Source: an optimization exercise on an open RTL-to-GDS flow (aim: small area). Production flows keep margins and buffers that such runs may drop.
The RTL was checked by simulation tests, not by an equivalence proof against the original design.
Power is estimated from default activity; no workload was simulated.

## flow/config.mk

```make
export PLATFORM = sky130hd
export DESIGN_NAME = write_guard_top
export DESIGN_NICKNAME = write_guard_top
export VERILOG_FILES = /design/flow/design.v
export SDC_FILE = /design/flow/constraint.sdc
export NUM_CORES = 4
export LEC_CHECK = 0
export ABC_AREA = 1
export CAP_MARGIN = 20
export CORE_MARGIN = 2
export CORE_UTILIZATION = 40
export GPL_TIMING_DRIVEN = 0
export SLEW_MARGIN = 20
```

## flow/constraint.sdc

```tcl
create_clock -name core_clock -period 13.0 [get_ports {clk_i}]
set_input_delay 2.6000 -clock core_clock [delete_from_list [all_inputs] [get_ports {clk_i}]]
set_output_delay 2.6000 -clock core_clock [all_outputs]
set_load 0.01 [all_outputs]
```

## flow/design.v

```verilog
package wr_guard_pkg;
  typedef enum logic [1:0] {
    PH_FREE = 2'd0,
    PH_AW   = 2'd1,
    PH_W    = 2'd2,
    PH_B    = 2'd3
  } phase_e;
endpackage
`timescale 1ns/1ps
module wr_event_decode (
  input  logic       clk_i,
  input  logic       rst_n_i,
  input  logic       aw_valid_i,
  input  logic       aw_ready_i,
  input  logic       w_valid_i,
  input  logic       w_ready_i,
  input  logic       w_last_i,
  input  logic       b_valid_i,
  input  logic       b_ready_i,
  input  logic [3:0] b_id_i,
  output logic       aw_start_o,
  output logic       aw_done_o,
  output logic       w_last_o,
  output logic       b_done_o,
  output logic [3:0] b_id_o
);
  logic aw_pending_q;
  always_ff @(posedge clk_i) begin
    if (!rst_n_i) begin
      aw_pending_q <= 1'b0;
      aw_start_o   <= 1'b0;
      aw_done_o    <= 1'b0;
      w_last_o     <= 1'b0;
      b_done_o     <= 1'b0;
    end else begin
      aw_pending_q <= aw_valid_i && !aw_ready_i;
      aw_start_o   <= aw_valid_i && !aw_pending_q;
      aw_done_o    <= aw_valid_i && aw_ready_i;
      w_last_o     <= w_valid_i && w_ready_i && w_last_i;
      b_done_o     <= b_valid_i && b_ready_i;
    end
  end
  always_ff @(posedge clk_i) begin
    b_id_o   <= b_id_i;
  end
endmodule
`timescale 1ns/1ps
module wr_txn_tracker (
  input  logic        clk_i,
  input  logic        rst_n_i,
  input  logic        aw_start_i,
  input  logic        aw_done_i,
  input  logic        w_last_i,
  input  logic        b_done_i,
  input  logic [3:0]  aw_id_i,
  input  logic [7:0]  aw_len_i,
  input  logic [3:0]  b_id_i,
  input  logic [11:0] budget_aw_i,
  input  logic [11:0] budget_w_unit_i,
  input  logic [11:0] budget_b_i,
  input  logic        flush_i,
  output logic        to_valid_o,
  output logic [3:0]  to_id_o,
  output logic [1:0]  to_phase_o,
  output logic [4:0]  outstanding_o,
  output logic        overflow_o
);
  localparam int NE = 16;
  localparam logic [1:0] PH_FREE = 2'd0;
  localparam logic [1:0] PH_AW   = 2'd1;
  localparam logic [1:0] PH_W    = 2'd2;
  localparam logic [1:0] PH_B    = 2'd3;
  localparam logic [11:0] LfsrLast = 12'h800;
  logic [NE-1:0][1:0]  phase_q;
  logic [NE-1:0][3:0]  id_q;
  logic [NE-1:0][7:0]  len_q;
  logic [NE-1:0][11:0] cnt_q;
  logic [NE-1:0][7:0]  sub_q;
  logic [NE-1:0][11:0] lfsr_q;
  logic [NE-1:0]       sat_q;
  logic [NE-1:0][3:0]  ticket_q;
  logic [3:0]         tail_q, aw_head_q, w_head_q;
  logic [4:0]         outstanding_q;
  logic               overflow_q;
  logic [NE-1:0] is_free, is_aw, is_w, b_match;
  logic [NE-1:0] take, b_free, aw_pop, w_pop, free_next, load;
  logic         any_free, any_aw, any_w, b_found;
  logic [3:0]   free_idx;
  logic [NE-1:0] aw_old, w_old;
  logic         do_take, do_aw_pop, do_w_pop, do_b_free;
  always_comb begin
    for (int i = 0; i < NE; i++) begin
      is_free[i] = (phase_q[i] == PH_FREE);
      is_aw[i]   = (phase_q[i] == PH_AW);
      is_w[i]    = (phase_q[i] == PH_W);
      b_match[i] = (phase_q[i] == PH_B) && (id_q[i] == b_id_i);
    end
  end
  assign any_free = |is_free;
  assign any_aw   = |is_aw;
  assign any_w    = |is_w;
  always_comb begin
    free_idx = '0;
    for (int i = NE - 1; i >= 0; i--) begin
      if (is_free[i]) free_idx = 4'(i);
    end
  end
  always_comb begin
    b_free = '0;
    for (int i = NE - 1; i >= 0; i--) begin
      if (b_match[i]) b_free = NE'(1) << i;
    end
    b_free = b_free & {NE{do_b_free}};
  end
  assign b_found   = |b_match;
  assign do_b_free = !flush_i && b_done_i && b_found;
  assign do_take   = !flush_i && aw_start_i && any_free;
  assign do_aw_pop = !flush_i && aw_done_i && (any_aw || do_take);
  assign do_w_pop  = !flush_i && w_last_i && (any_w || do_aw_pop);
  always_comb begin
    for (int i = 0; i < NE; i++) begin
      take[i]   = do_take && (free_idx == 4'(i));
      aw_old[i] = any_aw ? (is_aw[i] && ticket_q[i] == aw_head_q) : take[i];
      w_old[i]  = any_w  ? (is_w[i]  && ticket_q[i] == w_head_q)  : aw_old[i];
      aw_pop[i] = do_aw_pop && aw_old[i];
      w_pop[i]  = do_w_pop  && w_old[i];
    end
  end
  always_comb begin
    for (int i = 0; i < NE; i++) begin
      free_next[i] = !rst_n_i || flush_i || (is_free[i] && !take[i]) || b_free[i];
    end
    load = '0;
    for (int i = NE - 1; i >= 0; i--) begin
      if (free_next[i]) load = NE'(1) << i;
    end
  end
  logic [NE-1:0] over;
  logic [3:0]   to_id_d;
  logic [1:0]   to_phase_d;
  always_comb begin
    for (int i = 0; i < NE; i++) begin
      logic [11:0] nb;
      logic        c;
      nb = ({12{is_aw[i]}} & ~budget_aw_i) | ({12{is_w[i]}} & ~budget_w_unit_i) |
           ({12{phase_q[i] == PH_B}} & ~budget_b_i);
      c = 1'b0;
      for (int k = 0; k < 12; k++) begin
        c = (cnt_q[i][k] & nb[k]) | (cnt_q[i][k] & c) | (nb[k] & c);
      end
      over[i] = c;
    end
    to_id_d    = '0;
    to_phase_d = '0;
    for (int i = NE - 1; i >= 0; i--) begin
      if (over[i]) begin
        to_id_d    = id_q[i];
        to_phase_d = phase_q[i];
      end
    end
  end
  for (genvar g = 0; g < NE; g++) begin : g_entry
    logic [11:0] lfsr;
    logic        restart;
    assign lfsr    = lfsr_q[g];
    assign restart = take[g] || aw_pop[g] || w_pop[g];
    always_ff @(posedge clk_i) begin
      if (!rst_n_i || flush_i) begin
        phase_q[g] <= PH_FREE;
      end else if (w_pop[g]) begin
        phase_q[g] <= PH_B;
      end else if (aw_pop[g]) begin
        phase_q[g] <= PH_W;
      end else if (take[g]) begin
        phase_q[g] <= PH_AW;
      end else if (b_free[g]) begin
        phase_q[g] <= PH_FREE;
      end
    end
    always_ff @(posedge clk_i) begin
      if (load[g]) begin
        id_q[g]  <= aw_id_i;
        len_q[g] <= aw_len_i;
      end
      if (take[g]) begin
        ticket_q[g] <= tail_q;
      end
    end
    always_ff @(posedge clk_i) begin
      if (restart) begin
        cnt_q[g]  <= '0;
        sub_q[g]  <= '0;
        lfsr_q[g] <= '0;
        sat_q[g]  <= 1'b0;
      end else begin
        if (!sat_q[g] && (!is_w[g] || sub_q[g] == 8'd0)) begin
          cnt_q[g] <= cnt_q[g] + 12'd1;
        end
        sub_q[g]  <= (sub_q[g] == 8'd0) ? len_q[g] : sub_q[g] - 8'd1;
        lfsr_q[g] <= {lfsr[10:0], ~(lfsr[11] ^ lfsr[5] ^ lfsr[3] ^ lfsr[0])};
        sat_q[g]  <= sat_q[g] || (lfsr == LfsrLast);
      end
    end
  end
  always_ff @(posedge clk_i) begin
    if (!rst_n_i || flush_i) begin
      tail_q        <= '0;
      aw_head_q     <= '0;
      w_head_q      <= '0;
      outstanding_q <= '0;
      overflow_q    <= 1'b0;
      to_valid_o    <= 1'b0;
    end else begin
      tail_q        <= tail_q + 4'(do_take);
      aw_head_q     <= aw_head_q + 4'(do_aw_pop);
      w_head_q      <= w_head_q + 4'(do_w_pop);
      outstanding_q <= outstanding_q + 5'(do_take) - 5'(do_b_free);
      overflow_q    <= overflow_q || (aw_start_i && !any_free);
      to_valid_o    <= |over;
    end
  end
  always_ff @(posedge clk_i) begin
    to_id_o    <= to_id_d;
    to_phase_o <= to_phase_d;
  end
  assign outstanding_o = outstanding_q;
  assign overflow_o    = overflow_q;
endmodule
`timescale 1ns/1ps
module wr_timeout_handler (
  input  logic       clk_i,
  input  logic       rst_n_i,
  input  logic       to_valid_i,
  input  logic [3:0] to_id_i,
  input  logic [1:0] to_phase_i,
  input  logic       reset_clear_i,
  output logic       flush_o,
  output logic [3:0] last_id_o,
  output logic [1:0] last_phase_o,
  output logic [7:0] timeout_cnt_o
);
  logic state_q;
  logic capture;
  assign capture = !state_q && to_valid_i;
  always_ff @(posedge clk_i) begin
    if (!rst_n_i) begin
      state_q       <= 1'b0;
      last_id_o     <= '0;
      last_phase_o  <= '0;
      timeout_cnt_o <= '0;
    end else begin
      state_q <= state_q ? !reset_clear_i : to_valid_i;
      if (capture) begin
        last_id_o    <= to_id_i;
        last_phase_o <= to_phase_i;
        if (timeout_cnt_o != 8'hff) begin
          timeout_cnt_o <= timeout_cnt_o + 8'd1;
        end
      end
    end
  end
  assign flush_o = state_q;
endmodule
`timescale 1ns/1ps
module write_guard (
  input  logic        clk_i,
  input  logic        rst_n_i,
  input  logic        aw_valid_i,
  input  logic [3:0]  aw_id_i,
  input  logic [7:0]  aw_len_i,
  input  logic        w_valid_i,
  input  logic        w_last_i,
  input  logic        b_ready_i,
  input  logic        aw_ready_i,
  input  logic        w_ready_i,
  input  logic        b_valid_i,
  input  logic [3:0]  b_id_i,
  input  logic [11:0] budget_aw_i,
  input  logic [11:0] budget_w_unit_i,
  input  logic [11:0] budget_b_i,
  input  logic        reset_clear_i,
  output logic        reset_req_o,
  output logic        irq_o,
  output logic [4:0]  outstanding_o,
  output logic        overflow_o,
  output logic [3:0]  last_id_o,
  output logic [1:0]  last_phase_o,
  output logic [7:0]  timeout_cnt_o
);
  logic       aw_start, aw_done, w_last, b_done;
  logic [3:0] b_id;
  logic       to_valid;
  logic [3:0] to_id;
  logic [1:0] to_phase;
  logic       flush;
  wr_event_decode u_decode (
    .clk_i      (clk_i),
    .rst_n_i    (rst_n_i),
    .aw_valid_i (aw_valid_i),
    .aw_ready_i (aw_ready_i),
    .w_valid_i  (w_valid_i),
    .w_ready_i  (w_ready_i),
    .w_last_i   (w_last_i),
    .b_valid_i  (b_valid_i),
    .b_ready_i  (b_ready_i),
    .b_id_i     (b_id_i),
    .aw_start_o (aw_start),
    .aw_done_o  (aw_done),
    .w_last_o   (w_last),
    .b_done_o   (b_done),
    .b_id_o     (b_id)
  );
  wr_txn_tracker u_tracker (
    .clk_i           (clk_i),
    .rst_n_i         (rst_n_i),
    .aw_start_i      (aw_start),
    .aw_done_i       (aw_done),
    .w_last_i        (w_last),
    .b_done_i        (b_done),
    .aw_id_i         (aw_id_i),
    .aw_len_i        (aw_len_i),
    .b_id_i          (b_id),
    .budget_aw_i     (budget_aw_i),
    .budget_w_unit_i (budget_w_unit_i),
    .budget_b_i      (budget_b_i),
    .flush_i         (flush),
    .to_valid_o      (to_valid),
    .to_id_o         (to_id),
    .to_phase_o      (to_phase),
    .outstanding_o   (outstanding_o),
    .overflow_o      (overflow_o)
  );
  wr_timeout_handler u_handler (
    .clk_i         (clk_i),
    .rst_n_i       (rst_n_i),
    .to_valid_i    (to_valid),
    .to_id_i       (to_id),
    .to_phase_i    (to_phase),
    .reset_clear_i (reset_clear_i),
    .flush_o       (flush),
    .last_id_o     (last_id_o),
    .last_phase_o  (last_phase_o),
    .timeout_cnt_o (timeout_cnt_o)
  );
  assign reset_req_o = flush;
  assign irq_o       = flush;
endmodule
`timescale 1ns/1ps
module write_guard_top (
  input  logic        clk_i,
  input  logic        rst_n_i,
  input  logic        aw_valid_i,
  input  logic [3:0]  aw_id_i,
  input  logic [7:0]  aw_len_i,
  input  logic        w_valid_i,
  input  logic        w_last_i,
  input  logic        b_ready_i,
  input  logic        aw_ready_i,
  input  logic        w_ready_i,
  input  logic        b_valid_i,
  input  logic [3:0]  b_id_i,
  input  logic [11:0] budget_aw_i,
  input  logic [11:0] budget_w_unit_i,
  input  logic [11:0] budget_b_i,
  input  logic        reset_clear_i,
  output logic        reset_req_o,
  output logic        irq_o,
  output logic [4:0]  outstanding_o,
  output logic        overflow_o,
  output logic [3:0]  last_id_o,
  output logic [1:0]  last_phase_o,
  output logic [7:0]  timeout_cnt_o
);
  write_guard u_guard (
    .clk_i           (clk_i),
    .rst_n_i         (rst_n_i),
    .aw_valid_i      (aw_valid_i),
    .aw_id_i         (aw_id_i),
    .aw_len_i        (aw_len_i),
    .w_valid_i       (w_valid_i),
    .w_last_i        (w_last_i),
    .b_ready_i       (b_ready_i),
    .aw_ready_i      (aw_ready_i),
    .w_ready_i       (w_ready_i),
    .b_valid_i       (b_valid_i),
    .b_id_i          (b_id_i),
    .budget_aw_i     (budget_aw_i),
    .budget_w_unit_i (budget_w_unit_i),
    .budget_b_i      (budget_b_i),
    .reset_clear_i   (reset_clear_i),
    .reset_req_o     (reset_req_o),
    .irq_o           (irq_o),
    .outstanding_o   (outstanding_o),
    .overflow_o      (overflow_o),
    .last_id_o       (last_id_o),
    .last_phase_o    (last_phase_o),
    .timeout_cnt_o   (timeout_cnt_o)
  );
endmodule
```

## flow/flow/run.sh

```bash
#!/bin/bash
# Standard synthesis, then the combinational logic re-mapped with ABC area scripts (the
# registers of the standard synthesis are kept, same names and cells; the smallest result
# that keeps them all is used), then the standard layout from floorplan to finish.
set -euo pipefail
HERE=$(pwd)
R=$HERE/orfs/results/$FLOW_PLATFORM/write_guard_top/base
LIB=$FLOW_HOME/platforms/$FLOW_PLATFORM/lib/sky130_fd_sc_hd__tt_025C_1v80.lib

bash standard.sh synth > synth.log 2>&1
cp $R/1_2_yosys.v $HERE/std_netlist.v

regs() { grep -oE "sky130_fd_sc_hd__[a-z0-9]*df[a-z0-9]*_[0-9]+ +[^ ]+" "$1" | sed -E 's/_[0-9]+ +/ /' | sort; }
regs std_netlist.v > regs_std.log

DONTUSE=$(cat flow/dont_use.txt)
for s in a1 a2 a3 a4; do
  sed -e "s#@LIB@#$LIB#g" -e "s#@IN@#$HERE/std_netlist.v#" -e "s#@TOP@#$FLOW_TOP#g" \
      -e "s#@KEEP@#$HERE/flow/keepff.v#" -e "s#@DONTUSE@#$DONTUSE#" \
      -e "s#@SCRIPT@#$HERE/flow/$s.abc#" -e "s#@OUT@#$HERE/remap_$s.v#" \
      flow/remap.ys.in > remap_$s.ys
  (yosys -q -l remap_$s.log remap_$s.ys > /dev/null 2>&1 || rm -f remap_$s.v) &
done
wait

best=""; best_area=""
for s in a1 a2 a3 a4; do
  [[ -f remap_$s.v ]] || continue
  a=$(grep "Chip area" remap_$s.log | tail -1 | awk '{print $NF}')
  [[ -n "$a" ]] || continue
  regs remap_$s.v > regs_$s.log
  cmp -s regs_std.log regs_$s.log || continue
  if [[ -z "$best" ]] || awk -v x="$a" -v y="$best_area" 'BEGIN{exit !(x<y)}'; then
    best=$s; best_area=$a
  fi
done
std_area=$(grep "Chip area" orfs/reports/$FLOW_PLATFORM/write_guard_top/base/synth_stat.txt | awk '{print $NF}')
echo "standard: $std_area remapped: ${best:-none} ${best_area:-}" > remap_choice.log
if [[ -n "$best" ]] && awk -v x="$best_area" -v y="$std_area" 'BEGIN{exit !(x<y)}'; then
  cp remap_$best.v $R/1_2_yosys.v
fi

bash standard.sh finish \
  "CTS_ARGS=-sink_clustering_enable -repair_clock_nets -dont_use_dummy_load -sink_clustering_size 14 -sink_clustering_max_diameter 90 -buf_list {sky130_fd_sc_hd__clkbuf_8}" \
  "BUFFER_PORTS_ARGS=-buffer_cell sky130_fd_sc_hd__buf_1" > finish.log 2>&1
```

## flow/flow/a1.abc

```
&get -n
&st
&synch2
&nf -a
&put
```

## flow/flow/a2.abc

```
&get -n
&st
&dc2
&synch2
&nf -a -R 1000
&put
```

## flow/flow/a3.abc

```
strash
dc2
dch -f
map -a
strash
dch -f
map -a
```

## flow/flow/a4.abc

```
&get -n
&st
&deepsyn -T 90
&dc2
&synch2
&nf -a -R 1000
&put
```

## flow/flow/dont_use.txt

```
-dont_use sky130_fd_sc_hd__lpflow_bleeder_1 -dont_use sky130_fd_sc_hd__lpflow_clkbufkapwr_1 -dont_use sky130_fd_sc_hd__lpflow_clkbufkapwr_16 -dont_use sky130_fd_sc_hd__lpflow_clkbufkapwr_2 -dont_use sky130_fd_sc_hd__lpflow_clkbufkapwr_4 -dont_use sky130_fd_sc_hd__lpflow_clkbufkapwr_8 -dont_use sky130_fd_sc_hd__lpflow_clkinvkapwr_1 -dont_use sky130_fd_sc_hd__lpflow_clkinvkapwr_16 -dont_use sky130_fd_sc_hd__lpflow_clkinvkapwr_2 -dont_use sky130_fd_sc_hd__lpflow_clkinvkapwr_4 -dont_use sky130_fd_sc_hd__lpflow_clkinvkapwr_8 -dont_use sky130_fd_sc_hd__lpflow_decapkapwr_12 -dont_use sky130_fd_sc_hd__lpflow_decapkapwr_3 -dont_use sky130_fd_sc_hd__lpflow_decapkapwr_4 -dont_use sky130_fd_sc_hd__lpflow_decapkapwr_6 -dont_use sky130_fd_sc_hd__lpflow_decapkapwr_8 -dont_use sky130_fd_sc_hd__lpflow_inputiso0n_1 -dont_use sky130_fd_sc_hd__lpflow_inputiso0p_1 -dont_use sky130_fd_sc_hd__lpflow_inputiso1n_1 -dont_use sky130_fd_sc_hd__lpflow_inputiso1p_1 -dont_use sky130_fd_sc_hd__lpflow_inputisolatch_1 -dont_use sky130_fd_sc_hd__lpflow_isobufsrc_1 -dont_use sky130_fd_sc_hd__lpflow_isobufsrc_16 -dont_use sky130_fd_sc_hd__lpflow_isobufsrc_2 -dont_use sky130_fd_sc_hd__lpflow_isobufsrc_4 -dont_use sky130_fd_sc_hd__lpflow_isobufsrc_8 -dont_use sky130_fd_sc_hd__lpflow_isobufsrckapwr_16 -dont_use sky130_fd_sc_hd__lpflow_lsbuf_lh_hl_isowell_tap_1 -dont_use sky130_fd_sc_hd__lpflow_lsbuf_lh_hl_isowell_tap_2 -dont_use sky130_fd_sc_hd__lpflow_lsbuf_lh_hl_isowell_tap_4 -dont_use sky130_fd_sc_hd__lpflow_lsbuf_lh_isowell_4 -dont_use sky130_fd_sc_hd__lpflow_lsbuf_lh_isowell_tap_1 -dont_use sky130_fd_sc_hd__lpflow_lsbuf_lh_isowell_tap_2 -dont_use sky130_fd_sc_hd__lpflow_lsbuf_lh_isowell_tap_4 -dont_use sky130_fd_sc_hd__probe_p_8 -dont_use sky130_fd_sc_hd__probec_p_8 
```

## flow/flow/keepff.v

```verilog
// Stand-ins for the register cells while the combinational logic is re-mapped
(* blackbox *)
module keep_dfxtp_1 (input CLK, input D, output Q);
endmodule
(* blackbox *)
module keep_edfxtp_1 (input CLK, input D, input DE, output Q);
endmodule
```

## flow/flow/remap.ys.in

```
# Re-map the combinational logic of the standard synthesis with an area script. Every
# register instance of the standard synthesis keeps its name and cell: while ABC runs, the
# register cells are swapped for black-box stand-ins, and swapped back afterwards.
read_liberty -ignore_miss_func @LIB@
read_verilog @IN@
read_verilog @KEEP@
hierarchy -top @TOP@
chtype -map sky130_fd_sc_hd__dfxtp_1 keep_dfxtp_1 -map sky130_fd_sc_hd__edfxtp_1 keep_edfxtp_1
flatten
opt_clean -purge
delete sky130_fd_sc_hd__*
read_liberty -lib @LIB@
abc -liberty @LIB@ @DONTUSE@ -script @SCRIPT@
opt_clean -purge
chtype -map keep_dfxtp_1 sky130_fd_sc_hd__dfxtp_1 -map keep_edfxtp_1 sky130_fd_sc_hd__edfxtp_1
delete keep_dfxtp_1 keep_edfxtp_1
hierarchy -top @TOP@
setundef -zero
splitnets
opt_clean -purge
hilomap -singleton -hicell sky130_fd_sc_hd__conb_1 HI -locell sky130_fd_sc_hd__conb_1 LO
insbuf -buf sky130_fd_sc_hd__buf_4 A X
opt_clean -purge
check -assert
stat -liberty @LIB@
write_verilog -noattr -noexpr -nohex -nodec @OUT@
```

## flow/standard.sh

```bash
#!/bin/bash
# synth_recipe.tcl (not shown) runs the flow's synth.tcl, then flattens the netlist and writes it again
# the make line also repeats each setting of config.mk as NAME=value (left out here)
make -C /OpenROAD-flow-scripts/flow DESIGN_CONFIG=/design/flow/config.mk WORK_HOME=/design/flow/orfs CLKGATE_MAP_FILE= SYNTH_SCRIPT=/design/flow/synth_recipe.tcl "${@:-finish}"
```

==> flow_summary.json, run 1 <==
{
  "final_hold_viol_count": 0,
  "finClkSkew_ns": 0.06633,
  "nets": 4023,
  "drcViolationCount": 0,
  "vdd_drop_max_mv": 0.07154,
  "post-route-min-period_ns": 8.043,
  "rrSetupSlack_ns": 5.90,
  "io_pins": 84,
  "drive_above_1_share_pct": 4.269,
  "critPathLaunchType": "input pin",
  "cts_sinks": 865,
  "rsz0062_at_grt": "false",
  "final_cell_mix": "609 x dfxtp_1, 483 x nor2_1, 310 x o21ai_0",
  "synth_cells": 3790,
  "hold_path_class": "flop to flop",
  "cts_tree": "yes",
  "nFillCells": 9029,
  "die_area_um2": 95960,
  "hpwl_mm": 76.97,
  "timing.rr.start": "u_guard.u_decode.b_id_o[0]",
  "finalCritPeriodShare_pct": 61.87,
  "via_per_inst": 5.849,
  "port_buffers": 83,
  "grt_max_degree": 31,
  "finalMaxSlewViolations": 0,
  "path_max_fanout": 16,
  "critical_path_class": "input pin to flop",
  "use_met1_pct": 32.17,
  "grt_pass1_wl_mm": 171.0,
  "root_buffer": "clkbuf_8",
  "cp-end-kind": "flop",
  "die_x_um": 309.8,
  "clk_path_buf_depth": 3,
  "p_leak_nw": 14.00,
  "postSynthAreaPerCell_um2": 9.868,
  "grtUsageTotal_pct": 23.53,
  "power_density_nw_per_um2": 154.3,
  "status": "finished clean",
  "ant_nets": 0,
  "r2r-end": "u_guard.u_tracker.len_q[125]",
  "relSlewSlack_pct": 15.63,
  "worst_ep_required_time_ns": 13.55,
  "vias": 30510,
  "power_mw": 6.268,
  "hold_depth": 1,
  "met2_usage_pct": 36.59,
  "area_growth_syn_to_layout_pct": 8.605,
  "num_rows": 112,
  "wl_per_cell_um": 22.13,
  "crit_arrival_ns": 8.59,
  "gr-total-overflow": 0,
  "initial_core_util_pct": 40.19,
  "dr.pass1.iters": 7,
  "hold_buffers": 0,
  "wl_mm": 115.4,
  "place_area_um2": 39580,
  "cap_viol_max_count": 0,
  "h-tree-depth": 3,
  "syn_area_um2": 37400,
  "fmax_mhz": 124.3,
  "holdPathEnd": "u_guard.u_decode.aw_start_o",
  "fin_tns_setup_ns": 0,
  "ys.warnings.count": 3,
  "core_area_um2": 93050,
  "use_met3_pct": 4.099,
  "cts_resized": 0,
  "initialDrtViolationCount": 3549,
  "setup_viol": 0,
  "layout_commonest_cell": "dfxtp_1",
  "clk_pin_slew_ns": 0.09,
  "die_h_um": 309.8,
  "final_core_util_pct": 43.65,
  "insertion_delay_ns": 0.72,
  "post_cts_buffers": 0,
  "cts_buffers": 73,
  "synth_nets": 3852,
  "grt_antenna_before_repair": 8,
  "gp_congestion": 0.9309,
  "final_area_um2": 40620,
  "r2r_cells": 26,
  "grt_pass1_vias": 27790,
  "min_from": "u_guard.u_decode.aw_pending_q",
  "worstMarginPinSlew_ns": 1.266,
  "top_usage_layer": "met2"
}
## how the worst max path moves through the flow
stage / start / end / slack [ns] / cells after the start
floorplan: budget_w_unit_i[1] / u_guard.u_tracker.to_id_o[0] / 5.63 / 20
global placement: rst_n_i / u_guard.u_tracker.len_q[126] / 2.33 / 6
detailed placement: budget_w_unit_i[1] / u_guard.u_tracker.to_phase_o[1] / 4.37 / 19
CTS: budget_w_unit_i[1] / u_guard.u_tracker.to_phase_o[1] / 5.12 / 19
global route: budget_aw_i[0] / u_guard.u_tracker.to_phase_o[0] / 4.85 / 20
finish: budget_w_unit_i[1] / u_guard.u_tracker.to_phase_o[1] / 4.96 / 19
## through the flow
| step | hold slack, ns | std cells | worst slack, ns |
|---|---|---|---|
| 6_report | 0.3913 | 5216 | 4.957 |
| 3_3_place_gp | 0.3775 | 5127 | 2.333 |
| 3_5_place_dp | 0.3758 | 5140 | 4.374 |
| 4_1_cts | 0.3895 | 5213 | 5.115 |
| 5_1_grt | 0.4050 | 5215 | 4.846 |
| 2_1_floorplan | 0.3681 | 3790 | 5.633 |
## cell type report
type	count	area, µm²	area share (%)
timing repair buffer	96	538.0	1.325
inverter	124	465.4	1.146
clock buffer	73	1005	2.474
antenna	3	7.507	0.01848
tap	1254	1569	3.863
buffer	20	150.1	0.3697
multi-input combinational	2781	17000	41.86
sequential	865	19880	48.94
## state kept, by name, indices dropped and copies added (netlist names), 2 cells and up
name,cells
u_guard.u_handler.timeout_cnt_o,8
u_guard.u_handler.last_id_o,4
u_guard.u_tracker.phase_q,32
u_guard.u_tracker.sub_q,128
u_guard.u_tracker.outstanding_q,5
u_guard.u_tracker.cnt_q,192
u_guard.u_tracker.ticket_q,64
u_guard.u_tracker.w_head_q,4
u_guard.u_tracker.sat_q,16
u_guard.u_handler.last_phase_o,2
u_guard.u_tracker.to_phase_o,2
u_guard.u_tracker.id_q,64
u_guard.u_decode.b_id_o,4
u_guard.u_tracker.aw_head_q,4
u_guard.u_tracker.to_id_o,4
u_guard.u_tracker.lfsr_q,192
u_guard.u_tracker.len_q,128
u_guard.u_tracker.tail_q,4
## power by group
group          internal [mW]  total [mW]  switching (mW)  leakage (nW)
logic                  0.575        1.09           0.520          6.10
registers               3.39        3.80           0.410          7.38
clock network          0.504        1.38           0.872         0.525
## critical path, cell delays in order
cell	delay (ns)
buf_2	0.51
o22a_1	0.24
o21ai_0	0.10
o221ai_1	0.22
a2bb2oi_1	0.09
maj3_1	0.36
maj3_1	0.35
maj3_1	0.34
maj3_1	0.36
maj3_1	0.36
maj3_1	0.37
maj3_1	0.37
maj3_1	0.36
maj3_1	0.59
nor2_1	0.58
a222oi_1	0.20
nor2_1	0.13
a211oi_1	0.05
nor3_1	0.39
## metal layers
metal  wire [µm]  vias to the layer above
met5          48                        -
li1            -                    14360
met4        4957                        8
met2       49850                     1271
met1       50760                    14570
met3        9791                      294
==> run 2, diff against run 1 <==
--- a/flow/flow/run.sh
+++ b/flow/flow/run.sh
@@ -16,3 +16,3 @@
 DONTUSE=$(cat flow/dont_use.txt)
-for s in a1 a2 a3 a4; do
+for s in a2 a4 a5 a6; do
   sed -e "s#@LIB@#$LIB#g" -e "s#@IN@#$HERE/std_netlist.v#" -e "s#@TOP@#$FLOW_TOP#g" \
@@ -26,3 +26,3 @@
 best=""; best_area=""
-for s in a1 a2 a3 a4; do
+for s in a2 a4 a5 a6; do
   [[ -f remap_$s.v ]] || continue
==> flow/flow/a5.abc (new file) <==
&get -n
&st
&deepsyn -T 120
&dch -f
&nf -a -R 1000
&put
==> flow/flow/a6.abc (new file) <==
&get -n
&st
&deepsyn -T 120 -S 3
&dch -f
&nf -a -R 1000
&put
removed: flow/flow/a1.abc
removed: flow/flow/a3.abc
==> run 2 against run 1 <==
Against the previous run:
- wire length shrank 1.1%
- die area shrank 0.38%
- final cell count grew 0.77%
- clock skew shrank 0.019 ns
- first-iteration DRC count grew 1.3%
- clock-buffer cell count shrank 2
- power shrank 24%
- worst hold slack gained 0.0033 ns
- clock power is essentially flat
- synthesized area shrank 0.39%
- sequential power shrank about 20%
- critical path type is now flop to flop
- critical endpoint is now u_guard.u_tracker.sub_q[19]
==> flow_summary.json, run 2 <==
{
  "status": "finished clean",
  "cp-end-kind": "flop",
  "r2r-end": "u_guard.u_tracker.sub_q[19]",
  "wl_mm": 114.1,
  "num_rows": 111,
  "initial_core_util_pct": 40.52,
  "top_regs": "u_guard.u_tracker.cnt_q: 192 flops, u_guard.u_tracker.lfsr_q: 192 flops",
  "p_leak_nw": 13.75,
  "insertion_delay_ns": 0.72,
  "rsz0062_at_grt": "false",
  "cts_buffers": 71,
  "syn_area_um2": 37250,
  "area_growth_syn_to_layout_pct": 8.809,
  "worstMarginPinSlew_ns": 1.231,
  "dr.pass1.iters": 9,
  "port_buffers": 83,
  "relSlewSlack_pct": 17.91,
  "cts_resized": 0,
  "endpoint": "u_guard.u_tracker.sub_q[19]",
  "hpwl_mm": 77.08,
  "critical_path_class": "flop to flop",
  "hold_buffers": 0,
  "grt_max_degree": 34,
  "timing.rr.start": "u_guard.u_tracker.phase_q[5]",
  "vias": 31130,
  "cts_sinks": 865,
  "finalMaxSlewViolations": 0,
  "cts_tree": "yes",
  "finClkSkew_ns": 0.04759,
  "r2r_cells": 16,
  "die_x_um": 309.2,
  "initialDrtViolationCount": 3595,
  "ant_nets": 0,
  "gr-total-overflow": 0,
  "post-route-min-period_ns": 7.234,
  "post_cts_buffers": 0,
  "gp_congestion": 0.9114,
  "rrSetupSlack_ns": 5.77,
  "h-tree-depth": 3,
  "synth_cells": 3836,
  "fin_tns_setup_ns": 0,
  "hold_path_class": "flop to flop",
  "setup_viol": 0,
  "clk_pin_slew_ns": 0.10,
  "grt_antenna_before_repair": 9,
  "vdd_drop_max_mv": 0.06688,
  "instances_no_fill": 5256,
  "nets": 4075,
  "io_pins": 84,
  "placed_cells": 5181,
  "fmax_mhz": 138.2,
  "grt_pass1_wl_mm": 169.0,
  "finalCritPeriodShare_pct": 55.65,
  "drcViolationCount": 0,
  "cap_viol_max_count": 0,
  "worst_ep_required_time_ns": 13.62,
  "critPathLaunch": "u_guard.u_tracker.phase_q[5]",
  "final_hold_viol_count": 0,
  "via_per_inst": 5.923,
  "path_max_fanout": 22,
  "root_buffer": "clkbuf_8",
  "core_area_um2": 91940,
  "crit_arrival_ns": 7.85,
  "die_area_um2": 95590,
  "drive_above_1_share_pct": 4.438,
  "final_cell_mix": "609 x dfxtp_1, 497 x nor2_1, 331 x o21ai_0",
  "clk_path_buf_depth": 3,
  "postSynthAreaPerCell_um2": 9.712,
  "critPathLaunchType": "flop",
  "synth_nets": 3898,
  "ys.warnings.count": 3,
  "grtUsageTotal_pct": 23.13,
  "wl_per_cell_um": 21.71,
  "die_h_um": 309.2,
  "layout_commonest_cell": "dfxtp_1",
  "grt_pass1_vias": 27950,
  "power_density_nw_per_um2": 117.6
}
-- run 2: cell count changes in the layout (fill, tap and decap cells not counted), moves of 21 or more --
| cell | change |
|---|---|
| maj3_1 | -79 |
| xnor2_1 | -71 |
| a21oi_1 | +65 |
| and2_0 | +55 |
| and3_1 | -51 |
| clkinv_1 | +35 |
| nand3_1 | -34 |
| o21ai_0 | +21 |
-- run 2: worst min-delay path by stage --
stage | start | to | slack, ns | cells after the start
after floorplan | u_guard.u_decode.aw_pending_q | u_guard.u_decode.aw_start_o | 0.37 | 1
after global placement | u_guard.u_decode.aw_pending_q | u_guard.u_decode.aw_start_o | 0.39 | 1
after detailed placement | u_guard.u_decode.aw_pending_q | u_guard.u_decode.aw_start_o | 0.39 | 1
after CTS | u_guard.u_decode.aw_pending_q | u_guard.u_decode.aw_start_o | 0.40 | 1
after global routing | u_guard.u_decode.aw_pending_q | u_guard.u_decode.aw_start_o | 0.41 | 1
final | u_guard.u_decode.aw_pending_q | u_guard.u_decode.aw_start_o | 0.39 | 1
-- run 2: metal layers --
metal  share of wire (%)  global-route usage, %  up-vias
li1                    -                      -    14660
met1                  45                  33.03    14720
met2                  42                  34.56     1458
met3                 9.7                  4.720      289
met4                 3.7                  8.331       10
met5               0.062                      0        -
-- run 2: where the power goes --
part	internal (mW)	switching, mW
sequential	2.92	0.112
clock	0.491	0.873
combinational	0.154	0.217
total	3.56	1.20
-- run 2: final cells by class --
type | instances | area [µm²]
Buffer | 20 | 150.1
Sequential cell | 865 | 19880
Fill cell | 8887 | 51400
Multi-Input combinational cell | 2792 | 16740
Tap cell | 1243 | 1555
Timing Repair Buffer | 104 | 631.9
Inverter | 159 | 596.8
Antenna cell | 2 | 5.005
Clock buffer | 71 | 977.2
-- run 2: through the flow --
stage | power, mW | setup slack, ns | utilization (%) | hold WS, ns | cell area [µm²]
final | 4.766 | 5.766 | 44.09 | 0.3947 | 40540
after global routing | 4.950 | 5.339 | 44.09 | 0.4065 | 40540
after CTS | 4.800 | 5.720 | 44.05 | 0.4004 | 40500
after detailed placement | 3.457 | 5.227 | 42.98 | 0.3876 | 39520
after global placement | 3.443 | 3.256 | 42.55 | 0.3885 | 39120
after floorplan | 3.303 | 6.291 | - | 0.3681 | 37250
-- run 2: worst max-delay path, stage by stage (launching register included) --
cell	delay, ns
dfxtp_1	0.53
o22ai_1	0.21
nor3_1	0.54
nand3_1	0.29
nor4_1	0.81
nor2_1	0.43
o21ai_0	0.38
clkinv_1	0.16
o21ai_0	0.52
nor2_2	0.19
buf_6	0.23
nand3_1	0.45
nor2_1	0.11
a31oi_1	0.24
nor2b_1	0.76
nand2_1	0.84
a211oi_1	0.44
==> run 3, diff against run 2 <==
--- a/flow/flow/run.sh
+++ b/flow/flow/run.sh
@@ -43,3 +43,3 @@
 bash standard.sh finish \
-  "CTS_ARGS=-sink_clustering_enable -repair_clock_nets -dont_use_dummy_load -sink_clustering_size 14 -sink_clustering_max_diameter 90 -buf_list {sky130_fd_sc_hd__clkbuf_8}" \
+  "CTS_ARGS=-sink_clustering_enable -repair_clock_nets -dont_use_dummy_load -sink_clustering_size 16 -sink_clustering_max_diameter 90 -buf_list {sky130_fd_sc_hd__clkbuf_8}" \
   "BUFFER_PORTS_ARGS=-buffer_cell sky130_fd_sc_hd__buf_1" > finish.log 2>&1
==> run 3 against run 2 <==
Against the previous run:
- worst setup slack worse by 0.061 ns
- wire length is 0.38% lower
- global-route usage is 0.14 points lower
- core utilization is 0.16 points lower
- clock-buffer cell count is 11 lower
- combinational power hardly changed
- sequential share of layout area is 0.18 points higher
- sequential cell count stayed put
- critical endpoint unchanged
==> flow_summary.json, run 3 <==
{
  "status": "finished clean",
  "placed_cells": 5181,
  "final_hold_viol_count": 0,
  "cap_viol_max_count": 0,
  "hold_depth": 1,
  "ys.warnings.count": 3,
  "synth_nets": 3898,
  "critPathLaunch": "u_guard.u_tracker.phase_q[5]",
  "finClkSkew_ns": 0.03829,
  "cp-end-kind": "flop",
  "finalCritPeriodShare_pct": 56.11,
  "vias": 30910,
  "p_leak_nw": 13.67,
  "rrSetupSlack_ns": 5.71,
  "cts_sinks": 865,
  "nets": 4064,
  "dr.pass1.iters": 8,
  "worstMarginPinSlew_ns": 1.254,
  "cts_buffers": 60,
  "crit_arrival_ns": 7.92,
  "synth_cells": 3836,
  "initial_core_util_pct": 40.52,
  "comb_power_share_pct": 7.9,
  "relSlewSlack_pct": 16.39,
  "finalMaxSlewViolations": 0,
  "die_area_um2": 95590,
  "wl_mm": 113.7,
  "via_per_inst": 5.892,
  "initialDrtViolationCount": 3402,
  "grt_pass1_wl_mm": 168.2,
  "grt_max_degree": 34,
  "ant_nets": 0,
  "wl_per_cell_um": 21.67,
  "post-route-min-period_ns": 7.295,
  "top_regs": "u_guard.u_tracker.cnt_q: 192 flops, u_guard.u_tracker.lfsr_q: 192 flops",
  "root_buffer": "clkbuf_8",
  "hpwl_mm": 77.08,
  "die_h_um": 309.2,
  "gp_congestion": 0.9114,
  "layout_commonest_cell": "dfxtp_1",
  "num_rows": 111,
  "worstPathCellList": "o22ai_1 > nor3_1 > nand3_1 > nor4_1 > nor2_1 > o21ai_0 > clkinv_1 > o21ai_0 > nor2_2 > buf_6 > nand3_1 > nor2_1 > a31oi_1 > nor2b_1 > nand2_1 > a211oi_1",
  "setup_viol": 0,
  "power_density_nw_per_um2": 115.3,
  "swShare_pct": 25.14,
  "post_cts_buffers": 0,
  "min_from": "u_guard.u_decode.aw_pending_q",
  "hold_path_class": "flop to flop",
  "grt_antenna_before_repair": 8,
  "cpPeakStageDelay_ns": 0.86,
  "hold_buffers": 0,
  "clk_path_buf_depth": 3,
  "syn_area_um2": 37250,
  "grt_pass1_vias": 27770,
  "fmax_mhz": 137.1,
  "grtUsageTotal_pct": 22.99,
  "h-tree-depth": 2,
  "rsz0062_at_grt": "false",
  "p_switching_mw": 1.171,
  "postSynthAreaPerCell_um2": 9.712,
  "core_area_um2": 91940,
  "clockPowerShare_pct": 27.0,
  "nFillCells": 8885,
  "cts_tree": "yes",
  "cts_resized": 0,
  "r2r_cells": 16,
  "power.internal_mw": 3.486,
  "critical_path_class": "flop to flop",
  "io_pins": 84,
  "final_cell_mix": "609 x dfxtp_1, 497 x nor2_1, 331 x o21ai_0",
  "fin_tns_setup_ns": 0,
  "instances_no_fill": 5245,
  "critPathLaunchType": "flop",
  "insertion_delay_ns": 0.75,
  "seqPwrFrac_pct": 65.1,
  "area_growth_syn_to_layout_pct": 8.403,
  "drcViolationCount": 0,
  "clk_pin_slew_ns": 0.11,
  "r2r-end": "u_guard.u_tracker.sub_q[19]",
  "critPathSlowestCell": "nand2_1",
  "holdPathEnd": "u_guard.u_decode.aw_start_o",
  "vdd_drop_max_mv": 0.07065,
  "worst_ep_required_time_ns": 13.63,
  "timing.rr.start": "u_guard.u_tracker.phase_q[5]",
  "port_buffers": 83,
  "hold-worst-slack_ns": 0.3954,
  "die_x_um": 309.2,
  "path_max_fanout": 22,
  "drive_above_1_share_pct": 4.175,
  "gr-total-overflow": 0
}
[run 3: cell count changes in the layout (fill, tap and decap cells not counted)]
cell / change
clkbuf_8: -11
[run 3: how the worst max path moves through the flow]
stage,cells after the start,endpoint
2_1_floorplan,14,u_guard.u_tracker.id_q[60]
3_3_place_gp,15,u_guard.u_tracker.len_q[121]
3_5_place_dp,21,u_guard.u_tracker.to_id_o[1]
4_1_cts,22,u_guard.u_tracker.len_q[116]
5_1_grt,16,u_guard.u_tracker.sub_q[19]
6_report,16,u_guard.u_tracker.sub_q[19]
[run 3: power groups by stage]
stage | logic, mW | clock network [mW] | registers [mW]
floorplan | 0.243 | 0 | 3.06
global placement | 0.352 | 0 | 3.09
detailed placement | 0.367 | 0 | 3.09
CTS | 0.367 | 1.30 | 3.03
global route | 0.411 | 1.38 | 3.05
finish | 0.369 | 1.25 | 3.03
[run 3: worst max-delay path, delay by kind of cell, from the launching register on]
family / cells / cell delay [ns]
simple gates: 9 / 4.42
flops: 1 / 0.56
compound gates: 5 / 1.79
buf+inv: 2 / 0.38
[run 3: metrics by stage]
step	setup slack, ns	cell area, µm²	total power, mW	utilization [%]
2_1_floorplan	6.291	37250	3.303	-
3_5_place_dp	5.227	39520	3.457	42.98
6_report	5.705	40390	4.656	43.93
3_3_place_gp	3.256	39120	3.443	42.55
5_1_grt	5.290	40380	4.844	43.92
4_1_cts	5.680	40350	4.694	43.88
[run 3: area by class of cell]
cell class	instances	area, µm²	area share [%]
Sequential cell	865	19880	49.22
Antenna cell	2	5.005	0.01239
Clock buffer	60	825.8	2.045
Multi-Input combinational cell	2792	16740	41.45
Timing Repair Buffer	104	631.9	1.565
Buffer	20	150.1	0.3718
Tap cell	1243	1555	3.851
Inverter	159	596.8	1.478
[run 3: metal layers]
| layer | track usage [%] | wire, µm | vias up |
|---|---|---|---|
| li1 | - | - | 14620 |
| met3 | 4.392 | 10850 | 285 |
| met5 | 0 | 57 | - |
| met4 | 8.354 | 4266 | 8 |
| met1 | 32.95 | 51070 | 14650 |
| met2 | 34.40 | 47410 | 1343 |
==> run 4, diff against run 3 <==
--- a/flow/flow/run.sh
+++ b/flow/flow/run.sh
@@ -43,3 +43,3 @@
 bash standard.sh finish \
-  "CTS_ARGS=-sink_clustering_enable -repair_clock_nets -dont_use_dummy_load -sink_clustering_size 16 -sink_clustering_max_diameter 90 -buf_list {sky130_fd_sc_hd__clkbuf_8}" \
+  "CTS_ARGS=-sink_clustering_enable -repair_clock_nets -dont_use_dummy_load -sink_clustering_size 24 -sink_clustering_max_diameter 100 -buf_list {sky130_fd_sc_hd__clkbuf_16}" \
   "BUFFER_PORTS_ARGS=-buffer_cell sky130_fd_sc_hd__buf_1" > finish.log 2>&1
==> run 4 against run 3 <==
Against the previous run:
- still clean on timing, DRC and antenna
- non-clock buffer count fell by 3
- die area barely moved
- worst hold slack better by 0.021 ns
- critical path depth rose by 9
- core utilization grew 0.21 points
- register-to-register slack improved by 0.09 ns
- power is 36% higher
- sequential power increased by 26%
- wire length is 2.0% higher
- clock-buffer cell count is 17 lower
- first-iteration DRC count increased by 4.3%
- synthesized area about the same
- highest routed layer is now met4
==> flow_summary.json, run 4 <==
{
  "p_leak_nw": 14.12,
  "final_hold_viol_count": 0,
  "post-route-min-period_ns": 8.446,
  "nFillCells": 8964,
  "critPathMostFrequentCell": "maj3_1",
  "hpwl_mm": 77.17,
  "critPathTopFamily": "simple AND/OR/NAND/NOR gates",
  "hold_path_class": "flop to flop",
  "instances_no_fill": 5179,
  "hold_buffers": 0,
  "vias": 30590,
  "worstMarginPinSlew_ns": 1.245,
  "finalCritPeriodShare_pct": 64.97,
  "relSlewSlack_pct": 17.01,
  "grt_antenna_before_repair": 0,
  "port_buffers": 83,
  "cap_viol_max_count": 0,
  "final_core_util_pct": 44.14,
  "via_per_inst": 5.906,
  "worst_ep_required_time_ns": 13.49,
  "power_density_nw_per_um2": 156.6,
  "vdd_drop_max_mv": 0.1028,
  "setup_viol": 0,
  "wl_mm": 116.0,
  "grtUsageTotal_pct": 23.68,
  "placed_cells": 5134,
  "synth_cells": 3792,
  "finClkSkew_ns": 0.03733,
  "clk_path_buf_depth": 3,
  "power_mw": 6.354,
  "critPathLaunchType": "input pin",
  "die_x_um": 309.2,
  "die_h_um": 309.2,
  "ant_nets": 0,
  "cts_resized": 0,
  "top_regs": "u_guard.u_tracker.cnt_q: 192 flops, u_guard.u_tracker.lfsr_q: 192 flops",
  "initial_core_util_pct": 40.52,
  "dr.pass1.iters": 6,
  "clk_pin_slew_ns": 0.09,
  "grt_max_degree": 31,
  "path_buf_inv": 1,
  "die_area_um2": 95600,
  "io_pins": 84,
  "crit_arrival_ns": 8.94,
  "status": "finished clean",
  "num_antenna_cells": 0,
  "synth_nets": 3854,
  "cts_buffers": 43,
  "cts_tree": "yes",
  "grt_pass1_vias": 28000,
  "num_rows": 111,
  "drcViolationCount": 0,
  "path_max_fanout": 16,
  "final_cell_mix": "609 x dfxtp_1, 436 x nor2_1, 327 x o21ai_0",
  "drive_above_1_share_pct": 3.684,
  "root_buffer": "clkbuf_16",
  "core_area_um2": 91940,
  "syn_area_um2": 37260,
  "rsz0062_at_grt": "false",
  "grt_pass1_wl_mm": 171.6,
  "fin_tns_setup_ns": 0,
  "gp_congestion": 0.9328,
  "wl_per_cell_um": 22.39,
  "initialDrtViolationCount": 3549,
  "nets": 4000,
  "ys.warnings.count": 3,
  "cp-end-kind": "flop",
  "finalMaxSlewViolations": 0,
  "h-tree-depth": 2,
  "cpPeakStageDelay_ns": 0.80,
  "postSynthAreaPerCell_um2": 9.825,
  "layout_commonest_cell": "dfxtp_1",
  "insertion_delay_ns": 0.62,
  "critPathSlowestCell": "nor3_1",
  "area_growth_syn_to_layout_pct": 8.919,
  "gr-total-overflow": 0,
  "critical_path_class": "input pin to flop",
  "post_cts_buffers": 0,
  "fmax_mhz": 118.4,
  "cts_sinks": 865
}
## run 4: worst reg2reg max path, stage by stage (launching register included)
cell	delay, ns
dfxtp_1	0.58
nand2b_1	0.72
o22a_1	0.23
o21ai_0	0.11
a311oi_1	0.30
o31ai_1	0.12
maj3_1	0.36
maj3_1	0.37
maj3_1	0.36
maj3_1	0.36
a221oi_1	0.28
o21ai_0	0.14
maj3_1	0.37
maj3_1	0.52
clkinv_1	0.25
and2_0	0.19
clkinv_1	0.07
nor2_1	0.41
nand2_1	0.14
nor3_1	0.80
nand2_1	0.18
o221ai_1	0.13
nor3_1	0.11
## run 4: layout make-up
cell class                 count  area, µm²  area share, %
sequential                   865      19880          48.99
timing repair buffer         101      601.8          1.483
multi-input combinational   2796      16900          41.65
tap                         1243       1555          3.832
inverter                     111      416.7          1.027
clock buffer                  43       1076          2.652
buffer                        20      150.1         0.3700
## run 4: where the power goes
part           leakage [nW]  internal, mW  switching, mW  total [mW]
Sequential             7.39          3.40          0.420        3.82
Combinational          6.20         0.570          0.523        1.09
Clock                 0.530         0.594          0.852        1.45
Total                  14.1          4.56           1.79        6.35
## run 4: path summary, 6_finish.rpt
path | from | endpoint | slack [ns] | cells past startpoint
setup reg to reg | u_guard.u_tracker.phase_q[1] | u_guard.u_tracker.to_id_o[3] | 5.80 | 22
hold / removal | u_guard.u_decode.aw_pending_q | u_guard.u_decode.aw_start_o | 0.42 | 1
hold reg to reg | u_guard.u_decode.aw_pending_q | u_guard.u_decode.aw_start_o | 0.42 | 1
setup / recovery | budget_w_unit_i[0] | u_guard.u_tracker.to_id_o[3] | 4.55 | 25
## run 4: through the flow
step	hold WS, ns	cell area, µm²	setup WS, ns
6_report	0.4159	40580	4.554
5_1_grt	0.4286	40580	4.210
4_1_cts	0.4142	40550	4.707
3_5_place_dp	0.4027	39470	4.076
3_3_place_gp	0.4100	39130	3.480
2_1_floorplan	0.3681	37260	5.818
## run 4: metal layers
layer | global-route usage, % | wire [µm] | vias to the layer above
li1 | - | - | 14430
met1 | 33.25 | 51670 | 14590
met5 | 0 | 0 | -
met4 | 9.923 | 5175 | 0
met3 | 5.070 | 11430 | 269
met2 | 35.22 | 47690 | 1294
==> run 5, diff against run 4 <==
--- a/flow/design.v
+++ b/flow/design.v
@@ -144,4 +144,4 @@
       logic        c;
-      nb = ({12{is_aw[i]}} & ~budget_aw_i) | ({12{is_w[i]}} & ~budget_w_unit_i) |
-           ({12{phase_q[i] == PH_B}} & ~budget_b_i);
+      nb = ~(({12{is_aw[i]}} & budget_aw_i) | ({12{is_w[i]}} & budget_w_unit_i) |
+             ({12{phase_q[i] == PH_B}} & budget_b_i));
       c = 1'b0;
@@ -150,3 +150,3 @@
       end
-      over[i] = c;
+      over[i] = c && !is_free[i];
     end
--- a/flow/flow/run.sh
+++ b/flow/flow/run.sh
@@ -16,3 +16,3 @@
 DONTUSE=$(cat flow/dont_use.txt)
-for s in a2 a4 a5 a6; do
+for s in a1 a2 a3; do
   sed -e "s#@LIB@#$LIB#g" -e "s#@IN@#$HERE/std_netlist.v#" -e "s#@TOP@#$FLOW_TOP#g" \
@@ -26,3 +26,3 @@
 best=""; best_area=""
-for s in a2 a4 a5 a6; do
+for s in a1 a2 a3; do
   [[ -f remap_$s.v ]] || continue
@@ -43,3 +43,3 @@
 bash standard.sh finish \
-  "CTS_ARGS=-sink_clustering_enable -repair_clock_nets -dont_use_dummy_load -sink_clustering_size 24 -sink_clustering_max_diameter 100 -buf_list {sky130_fd_sc_hd__clkbuf_16}" \
-  "BUFFER_PORTS_ARGS=-buffer_cell sky130_fd_sc_hd__buf_1" > finish.log 2>&1
+  "CTS_ARGS=-sink_clustering_enable -repair_clock_nets -dont_use_dummy_load -sink_clustering_size 12 -sink_clustering_max_diameter 80 -buf_list {sky130_fd_sc_hd__clkbuf_8}" \
+  "BUFFER_PORTS_ARGS=-buffer_cell sky130_fd_sc_hd__buf_2" > finish.log 2>&1
==> flow/flow/a1.abc (new file) <==
&get -n
&st
&synch2
&nf -a
&put
==> flow/flow/a3.abc (new file) <==
strash
dc2
dch -f
map -a
strash
dch -f
map -a
--- a/flow/config.mk
+++ b/flow/config.mk
@@ -11,3 +11,2 @@
 export CORE_UTILIZATION = 40
-export GPL_TIMING_DRIVEN = 0
 export SLEW_MARGIN = 20
removed: flow/flow/a4.abc
removed: flow/flow/a5.abc
removed: flow/flow/a6.abc
==> run 5 against run 4 <==
Against the previous run:
- die area rose by 1.5%
- critical path depth shrank 3
- fmax up 23%
- non-clock buffer count increased by 53
- critical endpoint is now u_guard.u_tracker.to_phase_o[1]
- largest power group unchanged
- highest routed layer is now met5
==> flow_summary.json, run 5 <==
{
  "cts_tree": "yes",
  "critPathTopFamily": "adder cells",
  "r2r-end": "u_guard.u_tracker.len_q[104]",
  "clk_pin_slew_ns": 0.08,
  "grtUsageTotal_pct": 24.49,
  "synth_nets": 3964,
  "grt_pass1_vias": 28870,
  "clk_path_buf_depth": 3,
  "postSynthAreaPerCell_um2": 9.691,
  "critPathLaunchType": "input pin",
  "cts_buffers": 83,
  "instances_no_fill": 5396,
  "initialDrtViolationCount": 3656,
  "die_h_um": 311.5,
  "min_from": "u_guard.u_tracker.lfsr_q[105]",
  "rsz0062_at_grt": "false",
  "r2r_cells": 15,
  "num_rows": 112,
  "fmax_mhz": 146.1,
  "initial_core_util_pct": 40.46,
  "finalMaxSlewViolations": 0,
  "io_pins": 84,
  "wl_mm": 122.1,
  "via_per_inst": 5.843,
  "status": "finished clean",
  "area_growth_syn_to_layout_pct": 9.936,
  "drcViolationCount": 0,
  "drive_above_1_share_pct": 6.717,
  "worst_ep_required_time_ns": 13.59,
  "cpPeakStageDelay_ns": 0.45,
  "nets": 4203,
  "hold_path_class": "flop to flop",
  "h-tree-depth": 3,
  "cp-end-kind": "flop",
  "cts_resized": 0,
  "critPathMostFrequentCell": "maj3_1",
  "place_area_um2": 40410,
  "cap_viol_max_count": 0,
  "crit_arrival_ns": 7.43,
  "syn_area_um2": 37820,
  "final_hold_viol_count": 0,
  "p_leak_nw": 14.86,
  "port_buffers": 83,
  "grt_max_degree": 53,
  "timing.rr.start": "u_guard.u_decode.b_id_o[1]",
  "finalCritPeriodShare_pct": 52.63,
  "hold_buffers": 0,
  "hold-worst-slack_ns": 0.3862,
  "relSlewSlack_pct": 25.03,
  "post_cts_buffers": 0,
  "worstPathCellList": "buf_2 > a22oi_1 > and3_1 > maj3_1 > maj3_1 > maj3_1 > maj3_1 > o21ai_0 > a21oi_1 > a221oi_1 > o21ai_0 > maj3_1 > a31oi_1 > nor3_1 > buf_4 > nand2_1 > o311ai_0 > a221oi_1 > a21oi_1 > mux2_1 > nand2_1 > a31oi_1",
  "grt_pass1_wl_mm": 181.8,
  "fin_tns_setup_ns": 0,
  "dr.pass1.iters": 8,
  "wl_per_cell_um": 22.63,
  "grt_antenna_before_repair": 6,
  "insertion_delay_ns": 0.75,
  "path_buf_inv": 2,
  "core_area_um2": 93470,
  "gp_congestion": 0.9869,
  "ys.warnings.count": 3,
  "vias": 31530,
  "critical_path_class": "input pin to flop",
  "power_density_nw_per_um2": 161.2,
  "vdd_drop_max_mv": 0.08816,
  "die_x_um": 311.5,
  "cts_sinks": 865,
  "crit_cells": 22,
  "hold_depth": 2,
  "layout_commonest_cell": "dfxtp_1",
  "final_core_util_pct": 44.48,
  "gr-total-overflow": 0,
  "holdPathEnd": "u_guard.u_tracker.lfsr_q[106]",
  "final_area_um2": 41570,
  "final_cell_mix": "609 x dfxtp_1, 522 x nor2_1, 389 x a21oi_1",
  "top_regs": "u_guard.u_tracker.cnt_q: 192 flops, u_guard.u_tracker.lfsr_q: 192 flops",
  "finClkSkew_ns": 0.09516,
  "rrSetupSlack_ns": 6.82,
  "placed_cells": 5310,
  "synth_cells": 3902,
  "setup_viol": 0,
  "root_buffer": "clkbuf_8",
  "worstMarginPinSlew_ns": 1.122,
  "ant_nets": 0,
  "hpwl_mm": 85.83,
  "path_max_fanout": 16,
  "post-route-min-period_ns": 6.842,
  "die_area_um2": 97010,
  "critPathSlowestCell": "maj3_1",
  "critPathLaunch": "budget_aw_i[0]"
}
-- run 5: per-layer routing --
metal / routed length [µm] / track usage (%) / vias up
li1: - / - / 14810
met1: 52250 / 33.22 / 14990
met2: 52810 / 37.58 / 1405
met3: 11020 / 5.011 / 321
met4: 5989 / 11.06 / 6
met5: 43 / 0 / -
-- run 5: layout make-up --
| type | count | area (µm²) |
|---|---|---|
| diodes | 3 | 7.507 |
| clock buffers | 83 | 1142 |
| fillers | 9148 | 51900 |
| inverters | 138 | 518.0 |
| multi-input cells | 2879 | 17360 |
| flip-flops and latches | 865 | 19880 |
| well taps | 1254 | 1569 |
| repair buffers | 174 | 1099 |
-- run 5: power breakdown --
group / internal, mW / switching [mW]
combinational: 0.710 / 0.686
clock: 0.569 / 0.884
sequential: 3.40 / 0.449
total: 4.68 / 2.02
-- run 5: worst min-delay path: stages, from the launching register on --
cell and delay, ns:
dfxtp_1 0.32, clkinv_1 0.04, nor2_1 0.03
-- run 5: how the worst max path moves through the flow --
| stage | endpoint |
|---|---|
| after global routing | u_guard.u_tracker.to_id_o[0] |
| after CTS | u_guard.u_tracker.to_id_o[0] |
| final | u_guard.u_tracker.to_phase_o[1] |
| after floorplan | u_guard.u_tracker.to_id_o[2] |
| after global placement | u_guard.u_tracker.to_id_o[0] |
| after detailed placement | u_guard.u_tracker.to_id_o[0] |
-- run 5: stage by stage --
stage,power [mW],setup slack (ns)
finish,6.701,6.158
global route,7.129,5.745
floorplan,4.905,6.278
CTS,6.756,6.254
detailed placement,5.299,5.474
global placement,5.246,5.432

[static timing again, ports no longer ideal]
The results above use ideal ports. As a check the final layouts listed here were re-extracted and re-timed, cells and wires unchanged.
Step 1 assumes that a clkbuf_16 drives the clock port and a buf_2 every other input.
Step 2 moves the port delays by t, midway between the first and last clock arrival at a register: inputs arrive t later, outputs are due t later. That takes back most of the time a late clock gives input paths.
Slacks: ideal ports / drivers / drivers and shift; pairs: ideal ports / drivers.
run	t (ns)	setup WS [ns]	worst setup path at the end
run 1	0.756	4.957 / 4.994 / 4.239	input to register
run 2	0.766	5.766 / 5.766 / 5.135	input to register
run 3	0.801	5.705 / 5.705 / 5.054	input to register
run 4	0.667	4.554 / 4.591 / 3.924	input to register
run 5	0.760	6.158 / 6.190 / 5.429	input to register
After both steps setup and hold are still met in every run listed. The setup slack of run 5, which loses most, moves by +0.032 ns with the drivers and by -0.729 ns with both steps.
